Source: an optimization exercise on an open RTL-to-GDS flow (aim: small area, a short achievable clock period and few clock cycles per item). Production flows keep margins and buffers that such runs may drop.
In this exercise RTL edits were held to simulation tests only and were not proved equivalent to the original.

==> flow/design.v <==
module tpu_rsqrt_iter_unit #(
  parameter int IN_WIDTH  = 16,
  parameter int IN_FRAC   = 8,
  parameter int OUT_WIDTH = 16,
  parameter int OUT_FRAC  = 11,
  parameter int LUT_BITS  = 6,
  parameter int MAX_ITERS = 3,
  parameter int TAG_WIDTH = 4
) (
  input  logic                           clk,
  input  logic                           rst_n,
  input  logic                           flush,
  input  logic                           in_valid,
  output logic                           in_ready,
  input  logic [IN_WIDTH-1:0]            in_data,
  input  logic                           in_op,
  input  logic [$clog2(MAX_ITERS+1)-1:0] in_iters,
  input  logic [TAG_WIDTH-1:0]           in_tag,
  output logic                           out_valid,
  input  logic                           out_ready,
  output logic [OUT_WIDTH-1:0]           out_data,
  output logic [TAG_WIDTH-1:0]           out_tag,
  output logic                           out_sat,
  output logic                           out_zero,
  output logic                           busy,
  output logic [31:0]                    ops_count,
  output logic [31:0]                    sat_count
);
  localparam int NS = 9;     
  localparam logic [64*19-1:0] TAB_R0 = {19'd263174, 19'd265271, 19'd267419, 19'd269620, 19'd271876, 19'd274190, 19'd276564, 19'd279001, 19'd281503, 19'd284074, 19'd286717, 19'd289434, 19'd292231, 19'd295110, 19'd298076, 19'd301133, 19'd304287, 19'd307541, 19'd310902, 19'd314376, 19'd317969, 19'd321688, 19'd325541, 19'd329536, 19'd333681, 19'd337987, 19'd342463, 19'd347123, 19'd351978, 19'd357043, 19'd362333, 19'd367865, 19'd373658, 19'd379734, 19'd386117, 19'd392833, 19'd399911, 19'd407387, 19'd415298, 19'd423689, 19'd432609, 19'd442118, 19'd452283, 19'd463183, 19'd474911, 19'd487578, 19'd501315, 19'd516283, 19'd373658, 19'd379734, 19'd386117, 19'd392833, 19'd399911, 19'd407387, 19'd415298, 19'd423689, 19'd432609, 19'd442118, 19'd452283, 19'd463183, 19'd474911, 19'd487578, 19'd501315, 19'd516283};
  localparam logic [64*20-1:0] TAB_T1 = {20'd264208, 20'd268435, 20'd272800, 20'd277309, 20'd281969, 20'd286789, 20'd291777, 20'd296941, 20'd302291, 20'd307838, 20'd313593, 20'd319564, 20'd325771, 20'd332221, 20'd338933, 20'd345920, 20'd353205, 20'd360799, 20'd368728, 20'd377015, 20'd385682, 20'd394756, 20'd404269, 20'd414253, 20'd424739, 20'd435772, 20'd447391, 20'd459649, 20'd472597, 20'd486296, 20'd500813, 20'd516222, 20'd532609, 20'd550071, 20'd568719, 20'd588675, 20'd610079, 20'd633103, 20'd657930, 20'd684785, 20'd713922, 20'd745652, 20'd780334, 20'd818399, 20'd860368, 20'd906876, 20'd958697, 20'd1016800, 20'd532609, 20'd550071, 20'd568719, 20'd588675, 20'd610079, 20'd633103, 20'd657930, 20'd684785, 20'd713922, 20'd745652, 20'd780334, 20'd818399, 20'd860368, 20'd906876, 20'd958697, 20'd1016800};
  localparam logic [64*30-1:0] TAB_G = {30'd135348223, 30'd137533439, 30'd139755519, 30'd142069759, 30'd144495615, 30'd146962431, 30'd149494783, 30'd152150015, 30'd154905599, 30'd157724671, 30'd160615423, 30'd163790847, 30'd166870015, 30'd170219519, 30'd173632511, 30'd177274879, 30'd180884479, 30'd184858623, 30'd188948479, 30'd193146879, 30'd197584895, 30'd202268671, 30'd207105023, 30'd212131839, 30'd217558015, 30'd223174655, 30'd229184511, 30'd235433983, 30'd242058239, 30'd249053183, 30'd256461823, 30'd264372223, 30'd272794623, 30'd281753599, 30'd291255295, 30'd301445119, 30'd312470527, 30'd324200447, 30'd336926719, 30'd350658559, 30'd365643775, 30'd381886463, 30'd399632383, 30'd419123199, 30'd440614911, 30'd464396287, 30'd490937343, 30'd520683519, 30'd272794623, 30'd281753599, 30'd291255295, 30'd301445119, 30'd312470527, 30'd324200447, 30'd336926719, 30'd350658559, 30'd365643775, 30'd381886463, 30'd399632383, 30'd419123199, 30'd440614911, 30'd464396287, 30'd490937343, 30'd520683519};
  function automatic logic [37:0] sq19(input logic [18:0] r);
    logic [37:0] s;
    s = '0;
    for (int i = 0; i < 19; i++)
      s = s + ({38{r[i]}} & ((({19'd0, r} >> (i + 1)) << (2*i + 2)) | (38'd1 << (2*i))));
    sq19 = s;
  endfunction
  logic [NS:1] v_q;
  logic        out_valid_q;
  logic [3:0]  seq_in_q, seq_out_q;            
  logic        accept, out_hs, take, recirc;
  logic [31:0] ops_count_q, sat_count_q;
  logic        out_sat_q;
  logic [3:0]  seq_q [1:NS];
  assign out_hs   = out_valid_q && out_ready && !flush;
  logic head, pass;
  assign head     = v_q[NS] && (seq_q[NS] == seq_out_q);
  assign pass     = !v_q[NS] || (head && !out_valid_q);
  assign take     = head && !flush && (!out_valid_q || out_ready);
  assign recirc   = v_q[NS] && !flush && !take;
  assign in_ready = rst_n && !flush && (pass || (head && out_ready));
  assign accept   = in_valid && in_ready;
  always_ff @(posedge clk or negedge rst_n) begin
    if (!rst_n) begin
      v_q         <= '0;
      out_valid_q <= 1'b0;
      seq_in_q    <= '0;
      seq_out_q   <= '0;
      ops_count_q <= '0;
      sat_count_q <= '0;
    end else begin
      if (flush) begin
        v_q         <= '0;
        out_valid_q <= 1'b0;
        seq_in_q    <= '0;
        seq_out_q   <= '0;
      end else begin
        v_q         <= {v_q[NS-1:1], accept || recirc};
        out_valid_q <= take || (out_valid_q && !out_ready);
        seq_in_q    <= seq_in_q + (accept ? 4'd1 : 4'd0);
        seq_out_q   <= seq_out_q + (take ? 4'd1 : 4'd0);
      end
      ops_count_q <= ops_count_q + (out_hs ? 32'd1 : 32'd0);
      sat_count_q <= sat_count_q + ((out_hs && out_sat_q) ? 32'd1 : 32'd0);
    end
  end
  logic [2:0]  sp;           
  logic [15:0] m_in;
  always_comb begin
    sp = 3'd7;
    for (int p = 0; p < 8; p++)
      if (in_data[2*p +: 2] != 2'b00) sp = 3'(7 - p);
    m_in = in_data << {sp, 1'b0};
  end
  logic [15:0] m_q  [1:NS];
  logic [2:0]  sp_q [1:NS];
  logic        z_q  [1:NS];
  logic        op_q [1:NS];
  logic [1:0]  it_q [1:NS];
  logic [3:0]  tag_q[1:NS];
  always_ff @(posedge clk) begin
    if (recirc) begin
      m_q[1]   <= m_q[NS];
      sp_q[1]  <= sp_q[NS];
      z_q[1]   <= z_q[NS];
      op_q[1]  <= op_q[NS];
      it_q[1]  <= it_q[NS];
      tag_q[1] <= tag_q[NS];
      seq_q[1] <= seq_q[NS];
    end else begin
      m_q[1]   <= m_in;
      sp_q[1]  <= sp;
      z_q[1]   <= (in_data == '0);
      op_q[1]  <= in_op;
      it_q[1]  <= in_iters;
      tag_q[1] <= in_tag;
      seq_q[1] <= seq_in_q;
    end
    for (int k = 2; k <= NS; k++) begin
      m_q[k]   <= m_q[k-1];
      sp_q[k]  <= sp_q[k-1];
      z_q[k]   <= z_q[k-1];
      op_q[k]  <= op_q[k-1];
      it_q[k]  <= it_q[k-1];
      tag_q[k] <= tag_q[k-1];
      seq_q[k] <= seq_q[k-1];
    end
  end
  logic [5:0]  idx2;
  logic [19:0] t1_q;
  logic [19:0] gh_q;         
  logic [18:0] r0_q;
  assign idx2 = m_q[1][15:10];
  always_ff @(posedge clk) begin
    t1_q <= TAB_T1[idx2*20 +: 20];
    gh_q <= TAB_G[idx2*30 + 10 +: 20];
    r0_q <= TAB_R0[idx2*19 +: 19];
  end
  logic [29:0] q3;
  logic [13:0] e1_q;
  logic [18:0] r0_q3;
  assign q3 = {gh_q, 10'h3FF} - m_q[2][9:0] * t1_q;    
  always_ff @(posedge clk) begin
    e1_q  <= q3[29:16];
    r0_q3 <= r0_q;
  end
  logic [37:0] p3;
  logic [18:0] r_q3;
  always_comb begin
    logic [14:0] ex;
    logic [2:0]  g;
    logic [20:0] pp;
    logic        ng;
    ex = {e1_q, 1'b0};
    p3 = {r0_q3, 19'd0};
    for (int k = 0; k < 7; k++) begin
      g = ex[2*k +: 3];
      case (g)
        3'b001, 3'b010: pp = {2'b00, r0_q3};
        3'b011:         pp = {1'b0, r0_q3, 1'b0};
        3'b100:         pp = ~{1'b0, r0_q3, 1'b0};
        3'b101, 3'b110: pp = ~{2'b00, r0_q3};
        default:        pp = '0;
      endcase
      ng = g[2] && !(g[1] && g[0]);
      p3 = p3 + ({17'd0, ~pp[20], pp[19:0]} << (2*k)) + ({37'd0, ng} << (2*k)) - (38'd1 << (20 + 2*k));
    end
  end
  always_ff @(posedge clk) r_q3 <= (it_q[3] != 2'd0) ? p3[37:19] : r0_q3;
  logic [37:0] sq4;
  logic [19:0] t2_q;
  logic [18:0] r_q4;
  assign sq4 = sq19(r_q3);
  always_ff @(posedge clk) begin t2_q <= sq4[37:18]; r_q4 <= r_q3; end
  logic [23:0] p5;
  logic [7:0]  y_q;
  logic [18:0] r_q5;
  assign p5 = m_q[5] * t2_q;    
  always_ff @(posedge clk) begin y_q <= ~p5[23:16]; r_q5 <= r_q4; end
  logic [37:0] n6;
  logic [18:0] r6_d, r_q6;
  assign n6 = {r_q5, 19'd0} + r_q5 * y_q + r_q5;
  always_comb begin
    if (y_q == 8'hFE)      r6_d = r_q5 - 19'd1;    
    else if (y_q == 8'hFF) r6_d = r_q5;            
    else                   r6_d = n6[37:19];
  end
  always_ff @(posedge clk) r_q6 <= (it_q[6] >= 2'd2) ? r6_d : r_q5;
  logic [37:0] sq7;
  logic [18:0] t3_q, r_q7;
  logic [26:0] mra_q;
  assign sq7 = sq19(r_q6);
  always_ff @(posedge clk) begin
    t3_q  <= sq7[36:18];
    r_q7  <= r_q6;
    mra_q <= m_q[7][7:0] * r_q6;
  end
  logic [18:0] p8;
  logic [2:0]  y3;
  logic [34:0] mr8;
  logic        dn_d, d1_d, d2_d;              
  logic        dn_q, d1_q, d2_q;
  logic [35:0] a_q;           
  logic [3:0]  sh_q;          
  assign p8  = m_q[8] * t3_q;    
  assign y3  = ~p8[18:16];       
  logic [26:0] mrb8;
  assign mrb8 = m_q[8][15:8] * r_q7;
  assign mr8 = {8'd0, mra_q} + {mrb8, 8'd0};
  always_comb begin
    dn_d = 1'b0; d1_d = 1'b0; d2_d = 1'b0;
    if (it_q[8] == 2'd3) begin
      case (y3)
        3'd6:    dn_d = 1'b1;                                    
        3'd1:    d1_d = r_q7[18];                                
        3'd2:    if (r_q7 >= 19'd349526) d2_d = 1'b1;            
                 else d1_d = 1'b1;
        default: ;                                               
      endcase
    end
  end
  always_ff @(posedge clk) begin
    dn_q <= dn_d; d1_q <= d1_d; d2_q <= d2_d;
    a_q  <= op_q[8] ? {1'b0, mr8} : {1'b0, r_q7, 16'd0};
    sh_q <= op_q[8] ? (4'd3 + {1'b0, sp_q[8]}) : (4'd11 - {1'b0, sp_q[8]});
  end
  logic [16:0] q9;
  logic [35:0] b9, c9, w9;
  logic [19:0] hi9;
  logic [19:0] o9;
  logic        sat9;
  logic [15:0] out_data_q;
  logic [3:0]  out_tag_q;
  logic        out_zero_q;
  assign q9  = op_q[9] ? {1'b0, m_q[9]} : 17'h10000;
  assign b9  = dn_q ? ~{19'd0, q9} + 36'd1 :
               d1_q ? {19'd0, q9} :
               d2_q ? {18'd0, q9, 1'b0} : 36'd0;
  assign c9  = 36'd1 << (5'd15 + {1'b0, sh_q});
  assign w9  = a_q + b9 + c9;
  assign hi9 = w9[35:16];
  assign o9  = hi9 >> sh_q;
  assign sat9 = |o9[19:16];
  always_ff @(posedge clk) if (take) begin
    out_data_q <= z_q[9] ? (op_q[9] ? 16'h0000 : 16'hFFFF) : (sat9 ? 16'hFFFF : o9[15:0]);
    out_tag_q  <= tag_q[9];
    out_sat_q  <= !z_q[9] && sat9;
    out_zero_q <= z_q[9];
  end
  assign out_valid = out_valid_q;
  assign busy      = out_valid_q || (|v_q);
  assign out_data  = out_data_q;
  assign out_tag   = out_tag_q;
  assign out_sat   = out_sat_q;
  assign out_zero  = out_zero_q;
  assign ops_count = ops_count_q;
  assign sat_count = sat_count_q;
endmodule
==> flow/run.sh <==
#!/bin/bash
# synth_recipe.tcl (not shown) runs the flow's synth.tcl, then flattens the netlist and writes it again
# the make line also repeats each setting of config.mk as NAME=value (left out here)
make -C /OpenROAD-flow-scripts/flow DESIGN_CONFIG=/design/flow/config.mk WORK_HOME=/design/flow/orfs CLKGATE_MAP_FILE= SYNTH_SCRIPT=/design/flow/synth_recipe.tcl finish
==> flow/config.mk <==
export PLATFORM = sky130hd
export DESIGN_NAME = tpu_rsqrt_iter_unit
export DESIGN_NICKNAME = tpu_rsqrt_iter_unit
export VERILOG_FILES = /design/flow/design.v
export SDC_FILE = /design/flow/constraint.sdc
export NUM_CORES = 4
export LEC_CHECK = 0
export CAP_MARGIN = 20
export CORE_MARGIN = 2
export CORE_UTILIZATION = 55
export SETUP_SLACK_MARGIN = 4.5
export SLEW_MARGIN = 20
==> flow/constraint.sdc <==
create_clock -name core_clock -period 11.0 [get_ports {clk}]
set_input_delay 2.2000 -clock core_clock [delete_from_list [all_inputs] [get_ports {clk}]]
set_output_delay 2.2000 -clock core_clock [all_outputs]
set_load 0.01 [all_outputs]
==> impl_summary.txt, run 1 <==
----------------------------------------------------
[Yosys]
  Synth area leaders ... fa_1 (30%), dfxtp_1 (15%), ha_1 (11%), inv_1 (6.5%), and2_1 (6.1%)
  Synthesis Warnings ... 8
  Synthesized flop and latch total ... 675
  Netlist Area Pre-Place ... 77780 um^2
  Top-area cell type share of the netlist area ... between 30% and 40%
  Leading register cell type out of synthesis ... dfxtp_1
  Cell type with the highest aggregate area in the netlist ... fa_1
  Number of instances in the synthesized netlist ... 8569
  Top-count cell post-synth ... inv_1
  Fraction of registers with async set/reset ... between 10% and 20%
  Count of unique library cells instantiated by Yosys ... 97
  Most common library cells after synthesis ... inv_1 (1353), fa_1 (1185), nand2_1 (1053), and2_1 (762), ha_1 (710)
  Average size of a mapped cell ... about 9 um^2
  Proportion of synthesized chip area in sequential cells ... a little under a fifth
  Post-synth EDFFs ... 22

[Clocking]
  Clock latency on the worst-skew pair ... 0.73 ns
  Longest Clk Path Bufs ... 3
  Num CTS Buffers ... roughly 80
  Clock edge transition at the registers on the reported setup and hold paths ... approximately 0.060 ns
  Maximum level of the CTS H-tree ... 3
  TritonCTS clock tree ... done
  Clock root cell ... clkbuf_16
  Post-cts hold buffer count ... 0
  Num Clock Sinks ... 675

[GRT]
  Antenna violations before repair ... 14
  Met2 track demand over resource in global routing ... approximately 46%
  Total grt overflow ... 0
  Global-route wire length before repair ... 334900 um
  GR Layer Usage met3 ... ~4.1%
  Routing layer with the top usage in global route ... met2
  Via count of the first global-routing pass ... about 61000
  Total routing resource utilization after global routing ... 29.05%
  Met1 Resource Use GR ... about two fifths
  Maximum number of pins on one net before global-route repair ... between 100 and 150

[Final layout]
  Post-route insts no fill ... approximately 10000
  Share of post-route cells with drive strength above 1 ... 5.523%
  Area added between synthesis and finish ... 8.194%
  Post-route standard cell area excluding fillers ... 84150 um^2
  Number of nets in the final layout ... between 10000 and 15000

[Route]
  Iter 0 DRT Violations ... 3745
  Number of detailed-routing iterations run before antenna repair ... 6
  Drt drc ... 0
  Routed WL ... 204700 um
  WL per Instance ... a little under 20 um
  Final antenna-violating net count ... 0
  Vias post-DR ... about 58000
  Routed vias/inst ... about 5.6

[STA]
  Number of max-slew violations in the final report ... 0
  RSZ-0062 raised after global routing ... no
  Final worst-path cycle share ... about 57%
  Final hold violation count ... 0
  Total negative setup slack ... 0 ns
  Final period demand of the worst path ... approximately 6.3 ns
  Final setup violation count ... 0
  Headroom to the max-slew limit ... between 20% and 30%
  Maximum clock skew at final layout ... 0.08052 ns
  Setup ws final ... 4.736 ns
  Slew at the pin closest to its max-slew limit ... between 1 and 1.5 ns
  Achievable Freq ... 159.6 MHz

[Place]
  Worst slack at placement ... 3.814 ns
  Count of input and output buffers ... 116
  Area after DPL ... 80420 um^2
  Placed wire-length estimate after detailed placement ... about 150000 um
  RePlAce Congestion ... between 0.9 and 1
  # placed instances ... about 10000

[Setup path]
  Logic depth of the worst register-to-register path ... 21
  FF-to-FF Start ... m_q[5][7]
  Arrival @ worst endpoint ... 6.81 ns
  Required time at the endpoint of the critical path ... roughly 12 ns
  Setup crit end kind ... flop
  Startpoint kind of the worst setup timing path ... flop
  Critical Path Source ... m_q[5][7]
  Category of the most critical setup path ... reg2reg
  Reg-to-Reg End ... y_q[7]
  Worst-path maximum fanout ... 18
  Destination of the critical timing path ... y_q[7]

[Floorplanning]
  CORE AREA ... between 100000 and 150000 um^2
  Row cnt ... ~140
  Die height ... 380.1 um
  Die outline area ... 144400 um^2
  Die X-Extent ... ~380 um
  Ports ... 117
  Initial Utilization ... 55.61%

[Run status]
  Result of the run ... finished clean

[Worst hold path]
  Tightest Hold Check Type ... reg2reg

[Job]
  Max cap viols ... 0

----------------------------------------------------
==> repair_timing <==
| item | in CTS | in global routing |
|---|---|---|
| gates resized for setup | 64 | 131 |
| buffers inserted | 7 | 20 |
| gates cloned | 0 | 3 |
| endpoints found under the setup margin | 54 | 61 |
| pin swaps | 3 | 20 |
==> layout by cell type, fill, tap and decap left out, types with 174 or more instances in the layout <==
master,Yosys,layout
a21oi_1,254,248
and2_1,762,762
dfxtp_1,571,485
fa_1,1185,1185
ha_1,710,707
inv_1,1353,1352
nand2_1,1053,1046
nor2_1,320,315
o21ai_0,298,283
xnor2_1,226,226
xor2_1,175,174
==> worst min path at each step <==
stage | startpoint | slack, ns | cells past startpoint | end
2_1_floorplan | it_q[1][0] | 0.31 | 0 | it_q[2][0]
3_3_place_gp | tag_q[5][0] | 0.31 | 0 | tag_q[6][0]
3_5_place_dp | op_q[7] | 0.31 | 0 | op_q[8]
4_1_cts | it_q[4][0] | 0.30 | 0 | it_q[5][0]
5_1_grt | it_q[6][0] | 0.30 | 0 | it_q[7][0]
6_report | it_q[4][0] | 0.29 | 0 | it_q[5][0]
==> critical path, stage by stage, from the launching register on <==
cell      delay, ns
dfxtp_2        0.67
nand2_1        0.14
fa_1           0.49
inv_1          0.05
fa_1           0.49
inv_1          0.05
fa_1           0.47
inv_1          0.05
fa_1           0.53
inv_1          0.06
fa_1           0.52
inv_1          0.05
fa_1           0.47
ha_1           0.29
o211ai_1       0.09
or3b_2         0.46
o211ai_1       0.23
nand2_1        0.14
o21ai_2        0.23
nor4_1         0.07
nor3_1         0.27
xnor2_1        0.26
==> metal layers <==
layer  wire, um  share of wire (%)  vias up
met1      92940                 45    29260
met3      13220                6.5      321
met5         13             0.0064        -
li1           -                  -    26870
met2      93470                 46     1702
met4       5047                2.5        2
==> state kept, by name, summed over array words and instances, names as in the netlist, 20 cells and up <==
| register | count |
|---|---|
| seq_q | 36 |
| ops_count_q | 32 |
| mra_q | 27 |
| m_q | 144 |
| sp_q | 27 |
| t2_q | 20 |
| tag_q | 36 |
| sat_count_q | 32 |
| a_q | 35 |
==> metrics by stage <==
step,utilization [%],hold WS [ns]
2_1_floorplan,-,0.3096
3_3_place_gp,57.49,0.3095
3_5_place_dp,57.50,0.3120
4_1_cts,59.72,0.3024
5_1_grt,60.16,0.3026
6_report,60.16,0.2944
==> cell families after synthesis <==
kind of cell,Yosys count,share of synthesized area (%)
compound gates,1134,9.618
xor+xnor,402,4.551
fa+ha+maj,1895,41.92
buf+inv,1815,8.777
flops,675,18.18
mux,56,0.7496
other cells,2,0.009655
simple gates,2590,16.19
==> final cells by class <==
cell class                 count  area, um^2
fill                       12590       55720
clock buffer                  98        2193
sequential                   675       14280
inverter                    1358        5102
tap                         1876        2347
antenna                        2       5.005
clock inverter                56       730.7
multi-input combinational   6093       57170
timing repair buffer         248        2321
Testbench counts, summed over its fixed seeds: cycles 4,880, items 4,800.
==> inputs of run 2 (changes only) <==
--- a/flow/config.mk
+++ b/flow/config.mk
@@ -8,5 +8,5 @@
 export CAP_MARGIN = 20
 export CORE_MARGIN = 2
-export CORE_UTILIZATION = 55
-export SETUP_SLACK_MARGIN = 4.5
+export CORE_UTILIZATION = 40
+export SETUP_SLACK_MARGIN = 5
 export SLEW_MARGIN = 20
==> run 2 against run 1 <==
Still clean on timing, DRC and antenna. Via count increased by 2.4%. Critical path depth increased by 8. First-iteration DRC count increased by 6.5%.
==> impl_summary.txt, run 2 <==
----------------------------------------------------
[Route]
  Final antenna-violating net count ... 0
  Routed WL ... approximately 220000 um
  WL per Instance ... around 19 um
  Number of detailed-routing iterations run before antenna repair ... 7
  Vias post-DR ... 59550
  Drt drc ... 0
  Routed vias/inst ... between 5 and 6
  Iter 0 DRT Violations ... about 4000

[Final layout]
  Post-route insts no fill ... 11220
  Largest registers in the final layout ... m_q: 144 flops, seq_q: 36 flops, tag_q: 36 flops
  Number of nets in the final layout ... roughly 11000
  Leading cell type in the layout, fill and taps excluded ... inv_1
  Flip-flop count of the largest register, all copies and words added ... ~140
  Register with the most flip-flops ... m_q
  Top library cells by usage in the layout, fill and taps aside ... inv_1 (1346), fa_1 (1180), nand2_1 (1037), and2_1 (758), ha_1 (693)
  Area added between synthesis and finish ... 12.73%
  Share of post-route cells with drive strength above 1 ... a little under a tenth

[Setup path]
  CP peak stage delay ... approximately 0.57 ns
  Destination of the critical timing path ... a_q[28]
  Required time at the endpoint of the critical path ... between 10 and 15 ns
  Reg-to-Reg End ... a_q[28]
  Setup crit end kind ... flop
  Logic depth of the worst register-to-register path ... 29
  Category of the most critical setup path ... reg2reg
  Slowest library cell on the worst path ... fa_1
  Worst-path maximum fanout ... 5
  Startpoint kind of the worst setup timing path ... flop
  Critical Path Source ... m_q[8][12]
  FF-to-FF Start ... m_q[8][12]
  Arrival @ worst endpoint ... 6.66 ns

[GRT]
  Total grt overflow ... 0
  Maximum number of pins on one net before global-route repair ... between 100 and 150
  Antenna violations before repair ... 8
  Via count of the first global-routing pass ... between 60000 and 70000
  Total routing resource utilization after global routing ... 21.72%
  Global-route wire length before repair ... between 300000 and 400000 um

[STA]
  Final hold violation count ... 0
  Number of max-slew violations in the final report ... 0
  Setup ws final ... roughly 4.9 ns
  RSZ-0062 raised after global routing ... yes
  Final worst-path cycle share ... 55.49%
  Maximum clock skew at final layout ... around 0.044 ns
  Total negative setup slack ... 0 ns
  Achievable Freq ... about 160 MHz
  Headroom to the max-slew limit ... between 30% and 40%
  Final setup violation count ... 0
  Slew at the pin closest to its max-slew limit ... 1.017 ns
  Final period demand of the worst path ... 6.104 ns

[Yosys]
  Fraction of registers with async set/reset ... 12.15%
  Average size of a mapped cell ... about 9.1 um^2
  Proportion of synthesized chip area in sequential cells ... around 18%
  Synthesized flop and latch total ... approximately 680
  Leading register cell type out of synthesis ... dfxtp_1
  Synth area leaders ... fa_1 (30%), dfxtp_1 (15%), ha_1 (11%), inv_1 (6.5%), and2_1 (6.1%)
  Count of unique library cells instantiated by Yosys ... 97
  Post-synth EDFFs ... 22
  Netlist Area Pre-Place ... between 70000 and 80000 um^2
  Number of instances in the synthesized netlist ... 8569
  Most common library cells after synthesis ... inv_1 (1353), fa_1 (1185), nand2_1 (1053), and2_1 (762), ha_1 (710)
  Top-area cell type share of the netlist area ... a little under a third
  Synthesis Warnings ... 8
  Top-count cell post-synth ... inv_1
  Cell type with the highest aggregate area in the netlist ... fa_1

[Worst hold path]
  Tightest Hold Check Type ... reg2reg

[Clocking]
  Num Clock Sinks ... between 600 and 700
  Clock root cell ... clkbuf_16
  TritonCTS clock tree ... done
  Maximum level of the CTS H-tree ... 3
  Post-cts hold buffer count ... 0
  Clock latency on the worst-skew pair ... about 0.70 ns
  Clock edge transition at the registers on the reported setup and hold paths ... about 0.060 ns
  Num CTS Buffers ... a little under 80
  Longest Clk Path Bufs ... 3

[Floorplanning]
  Row cnt ... around 160
  Die outline area ... 198000 um^2
  Die X-Extent ... approximately 440 um
  CORE AREA ... ~190000 um^2
  Die height ... roughly 440 um
  Ports ... roughly 120
  Initial Utilization ... 40.35%

[Place]
  # placed instances ... 10860
  Placed wire-length estimate after detailed placement ... around 150000 um
  Worst slack at placement ... 3.897 ns
  RePlAce Congestion ... ~0.9
  Count of input and output buffers ... 116

[Run status]
  Result of the run ... finished clean

[Job]
  Max cap viols ... 0

----------------------------------------------------
==> run 2: cell counts after synthesis <==
No cell type changed its count.
==> run 2: logic make-up (layout without fill, tap and decap cells) <==
kind of cell             after synthesis  after routing  synth area share [%]
AND/OR/NAND/NOR                     2590           2591                 16.19
adder cells (fa/ha/maj)             1895           1895                 41.92
buffers and inverters               1815           1918                 8.777
AO/OA/AOI/OAI                       1134           1135                 9.618
flip-flops                           675            675                 18.18
XOR/XNOR                             402            403                 4.551
multiplexers                          56             56                0.7496
other                                  2             16              0.009655
==> run 2: routing by layer <==
metal / vias up / track usage (%) / wire length, um
met5: - / 0 / 41
met4: 6 / 6.247 / 6926
met3: 443 / 3.438 / 14230
met2: 1927 / 36.52 / 103000
met1: 29990 / 28.83 / 92970
li1: 27190 / - / -
==> run 2: final cells by class <==
class	instances	area, um^2
Multi-Input combinational cell	6095	58080
Antenna cell	1	2.502
Fill cell	18220	105100
Clock inverter	38	411.6
Clock buffer	107	2255
Tap cell	2526	3161
Inverter	1358	5111
Sequential cell	675	14530
Timing Repair Buffer	415	4134
==> run 2: timing repair <==
| item | CTS | global route |
|---|---|---|
| setup endpoints to repair | 104 | 78 |
| resized for setup | 302 | 274 |
| pin swaps | 41 | 97 |
| gates cloned | 9 | 8 |
| buffers inserted | 96 | 101 |
==> run 2: per-stage QoR <==
step / utilization (%) / area [um^2] / hold slack [ns]
final: 45.48 / 87680 / 0.3068
after floorplan: - / 77890 / 0.3096
after global placement: 42.09 / 81150 / 0.3097
after detailed placement: 42.09 / 81150 / 0.3121
after CTS: 44.47 / 85730 / 0.3004
after global routing: 45.48 / 87680 / 0.3126
==> run 2: worst min path at each step <==
stage                from    endpoint  slack (ns)  cells past startpoint
2_1_floorplan  it_q[1][0]  it_q[2][0]        0.31                      0
3_3_place_gp     r_q4[13]    r_q5[13]        0.31                      0
3_5_place_dp    m_q[3][6]   m_q[4][6]        0.31                      0
4_1_cts        m_q[4][15]  m_q[5][15]        0.30                      0
5_1_grt        m_q[4][15]  m_q[5][15]        0.31                      0
6_report       m_q[4][15]  m_q[5][15]        0.31                      0
==> run 2: worst max-delay path, delay by kind of cell, from the launching register on <==
family / cells / cell delay, ns
AOI/OAI and AO/OA: 8 / 1.21
xor gates and xnor gates: 2 / 0.25
adders and majority gates: 6 / 2.54
buffers and inverters: 6 / 0.70
DFF: 1 / 0.35
muxes: 1 / 0.27
and+or+nand+nor: 6 / 0.65

==> what the ideal ports hide <==
No port has a modelled driver above. Below, the same layouts with a new extraction and two added sets of constraints.
Step 1 (the two cells are an assumption about what drives the block):
set clk [get_ports {clk}]
set_driving_cell -lib_cell sky130_fd_sc_hd__clkbuf_16 $clk
set_driving_cell -lib_cell sky130_fd_sc_hd__buf_2 [delete_from_list [all_inputs] $clk]
Step 2, shift: input delay + t, output delay - t, t = (earliest + latest rising clock arrival at the registers) / 2. This alone moves slack from input paths to output paths.
a / b / c = no drivers / after step 1 / after step 2; a / b = the first two.
run	t (ns)	slack for setup (ns)	worst hold slack (ns)	worst setup path at the end	worst slew at a driven data input, ns
run 1	0.775	4.736 / 4.736 / 4.736	0.294 / 0.294 / 0.294	register to register	0.08
run 2	0.758	4.896 / 4.896 / 4.896	0.307 / 0.307 / 0.307	register to register	0.06
After both steps every run listed still meets setup and hold.
